Source: an optimization exercise on an open RTL-to-GDS flow (aim: small area). Production flows keep margins and buffers that such runs may drop. RTL that was checked went through simulation tests only; none was proved equivalent to the original. Power figures rest on the tool's default switching activity, not on a simulated workload.

## run H
## param_bus_datapath
module param_bus_datapath #(
  parameter  int DATA_W   = 32,
  parameter  int NREG     = 16,
  parameter  int ADDR_W   = 9,
  parameter  int MAX_WAIT = 15,
  localparam int SRC_W    = param_bus_datapath_pkg::src_w(NREG)
) (
  input  logic                clk,
  input  logic                clr,
  input  logic [SRC_W-1:0]    bus_src,
  input  logic [NREG-1:0]     reg_in,
  input  logic                hi_in,
  input  logic                lo_in,
  input  logic                pc_in,
  input  logic                ir_in,
  input  logic                y_in,
  input  logic                z_in,
  input  logic                mar_in,
  input  logic                mdr_in,
  input  logic                con_in,
  input  logic                out_in,
  input  logic                ba_mode,
  input  logic [DATA_W-1:0]   ext_bus,
  output logic [DATA_W-1:0]   alu_a,
  output logic [DATA_W-1:0]   alu_b,
  input  logic [2*DATA_W-1:0] alu_res,
  input  logic                mem_rd,
  input  logic                mem_wr,
  output logic                mem_req,
  output logic                mem_we,
  output logic [ADDR_W-1:0]   mem_addr,
  output logic [DATA_W-1:0]   mem_wdata,
  input  logic [DATA_W-1:0]   mem_rdata,
  input  logic                mem_ack,
  output logic                mem_busy,
  output logic                mem_done,
  output logic                mem_err,
  input  logic [DATA_W-1:0]   in_data,
  input  logic                in_strobe,
  output logic [DATA_W-1:0]   out_port,
  output logic [DATA_W-1:0]   ir_out,
  output logic                con_out
);
Size: roughly 370 I/O pins, roughly 33000 sq um of cells after synthesis.
export LEC_CHECK = 0
export CAP_MARGIN = 20
export CORE_MARGIN = 2
export CORE_UTILIZATION = 60
export SETUP_SLACK_MARGIN = 0.1
export SLEW_MARGIN = 20
export SYNTH_HIERARCHICAL = 1
create_clock -name core_clock -period 5.0 [get_ports {clk}]
standard.sh (not shown) runs the stock make flow with config.mk's settings and CLKGATE_MAP_FILE= SYNTH_SCRIPT=/design/flow/synth_recipe.tcl, a recipe that flattens the netlist after the stock synthesis.
==> flow/flow/run.sh <==
#!/bin/bash
# Own layout flow: the standard ORFS flow, with
#  - port buffers made from the smallest plain buffer instead of delay cells,
#  - clock tree built without dummy balancing loads, from mid-size buffers.
# Each ORFS step writes its full log under orfs/logs/; make's own output
# goes to flow_make.log here.
set -euo pipefail
bash standard.sh \
  BUFFER_PORTS_ARGS="-buffer_cell sky130_fd_sc_hd__buf_1" \
  CTS_ARGS="-sink_clustering_enable -repair_clock_nets -dont_use_dummy_load -buf_list sky130_fd_sc_hd__clkbuf_8 -sink_clustering_size 18 -sink_clustering_max_diameter 60" \
  finish > flow_make.log 2>&1
Relative to run H, the following input files were edited for run K:
--- a/flow/design.v
+++ b/flow/design.v
@@ -200,26 +200,23 @@
     endcase
   end
   logic [DATA_W-1:0]   regs_d [NREG];
   logic [DATA_W-1:0]   hi_d, lo_d, pc_d, inportn_d;
   logic [2*DATA_W-1:0] zn_d;
   for (genvar g = 0; g < NREG; g++) begin : g_reg
     bus_hold #(.W(DATA_W)) u_hold (.en(reg_in[g]), .dn(bus_n), .q(regs_q[g]), .y(regs_d[g]));
   end
   bus_hold #(.W(DATA_W))   u_hold_hi (.en(hi_in),     .dn(bus_n),   .q(hi_q),      .y(hi_d));
   bus_hold #(.W(DATA_W))   u_hold_lo (.en(lo_in),     .dn(bus_n),   .q(lo_q),      .y(lo_d));
   bus_hold #(.W(DATA_W))   u_hold_pc (.en(pc_in),     .dn(bus_n),   .q(pc_q),      .y(pc_d));
-  bus_hold #(.W(DATA_W))   u_hold_zh (.en(z_in),      .dn(alu_res[2*DATA_W-1:DATA_W]),
-                                      .q(zn_q[2*DATA_W-1:DATA_W]), .y(zn_d[2*DATA_W-1:DATA_W]));
-  bus_hold #(.W(DATA_W))   u_hold_zl (.en(z_in),      .dn(alu_res[DATA_W-1:0]),
-                                      .q(zn_q[DATA_W-1:0]), .y(zn_d[DATA_W-1:0]));
+  bus_hold #(.W(2*DATA_W)) u_hold_z  (.en(z_in),      .dn(alu_res), .q(zn_q),      .y(zn_d));
   bus_hold #(.W(DATA_W))   u_hold_in (.en(in_strobe), .dn(in_data), .q(inportn_q), .y(inportn_d));
   always_ff @(posedge clk) begin
     for (int i = 0; i < NREG; i++)
       regs_q[i] <= regs_d[i];
     hi_q      <= hi_d;
     lo_q      <= lo_d;
     pc_q      <= pc_d;
     zn_q      <= zn_d;
     inportn_q <= inportn_d;
   end
   always_ff @(posedge clk or negedge clr) begin
@@ -241,23 +238,23 @@
   end
   logic [DATA_W-1:0] ir_d, y_d, out_d, mdr_d, mdr_src_n;
   logic [ADDR_W-1:0] mar_d;
   logic              mar_en, mdr_en, con_d;
   assign mar_en = mar_in & mem_idle;
   assign mdr_en = rd_capture | (mdr_in & ~rd_active);
   assign con_d  = con_in ? con_cond : con_q;
   bus_hold  #(.W(DATA_W)) u_hold_ir  (.en(ir_in),  .dn(bus_n), .q(ir_q),  .y(ir_d));
   bus_hold  #(.W(DATA_W)) u_hold_y   (.en(y_in),   .dn(bus_n), .q(y_q),   .y(y_d));
   bus_hold  #(.W(DATA_W)) u_hold_out (.en(out_in), .dn(bus_n), .q(out_q), .y(out_d));
   bus_hold  #(.W(ADDR_W)) u_hold_mar (.en(mar_en), .dn(bus_n[ADDR_W-1:0]), .q(mar_q), .y(mar_d));
-  bus_aoi22 #(.W(DATA_W)) u_mdr_src  (.s1(rd_capture), .d1(mem_rdata), .s2(~rd_capture), .d2(bus), .y(mdr_src_n));
+  bus_mux2i #(.W(DATA_W)) u_mdr_src  (.s(rd_capture), .a1(mem_rdata), .a0(bus), .y(mdr_src_n));
   bus_hold  #(.W(DATA_W)) u_hold_mdr (.en(mdr_en), .dn(mdr_src_n), .q(mdr_q), .y(mdr_d));
   always_ff @(posedge clk or negedge clr) begin
     if (!clr) begin
       ir_q  <= '0;
       y_q   <= '0;
       mar_q <= '0;
       mdr_q <= '0;
       out_q <= '0;
       con_q <= 1'b0;
     end else begin
       ir_q  <= ir_d;
@@ -357,20 +354,20 @@
 );
   assign y = ~(a & b);
 endmodule
 module bus_nand4 #(
   parameter int W = 32
 ) (
   input  logic [W-1:0] a, b, c, d,
   output logic [W-1:0] y
 );
   assign y = ~(a & b & c & d);
 endmodule
-module bus_aoi22 #(
+module bus_mux2i #(
   parameter int W = 32
 ) (
-  input  logic         s1, s2,
-  input  logic [W-1:0] d1, d2,
+  input  logic         s,
+  input  logic [W-1:0] a1, a0,
   output logic [W-1:0] y
 );
-  assign y = ~(({W{s1}} & d1) | ({W{s2}} & d2));
+  assign y = ~(s ? a1 : a0);
 endmodule
==> run notes <==
- Summary — die outline area, run K relative to run H: higher, by about 0.45%.
- The final cycle utilization of the critical path reported for run K is smaller than that of run H by 2.3 points.
- Relative to run H, the final standard cell utilization of the core of run K is lower by 0.26 points.
- Diff run K..run H | sequential share of layout area | negligible
- Run K against run H; final non-filler cell total is down slightly.
- Run H has lower synthesized area than run K.
- Any difference in source-to-sink clock delay at the later pin of the worst-skew pair between run H and run K is small enough to ignore.
- Re power: run K is 1.3% down on run H.
- Summary of run K over run H: met1 layer usage reported by global route -3.0 points; shortest clock period the worst path allows after layout -0.11 ns; clock-buffer cell count fell by about 1.7%.
For run H, only the layout was checked, not whether the RTL still works.

what the ideal ports hide:
The flow's constraints put no driver on any port. The routed layouts listed below were extracted and timed again, unchanged, in two steps.
Step 1: set_driving_cell puts a clkbuf_16 on clk and a buf_2 on each other input, an assumption about the parent block.
Step 2 times the ports against the registers' clock, not the clock port: input delays grow and output delays shrink by t, the midpoint of the rising clock arrivals with the driver on.
Three values: no drivers, after step 1, after step 2; two values: the first two.
run | t, ns | setup slack, ns | clock arrival spread, ns | pins driven straight from the clock port
run H | 0.754 | 0.249 / 0.204 / -0.228 | 0.062 / 0.062 | 1
run K | 0.762 | 0.362 / 0.341 / 0.341 | 0.049 / 0.049 | 1
Met with ideal ports but missed after step 2: setup timing in run H. For run H, which loses most, drivers alone change the setup slack by -0.045 ns; drivers and shift together by -0.477 ns.
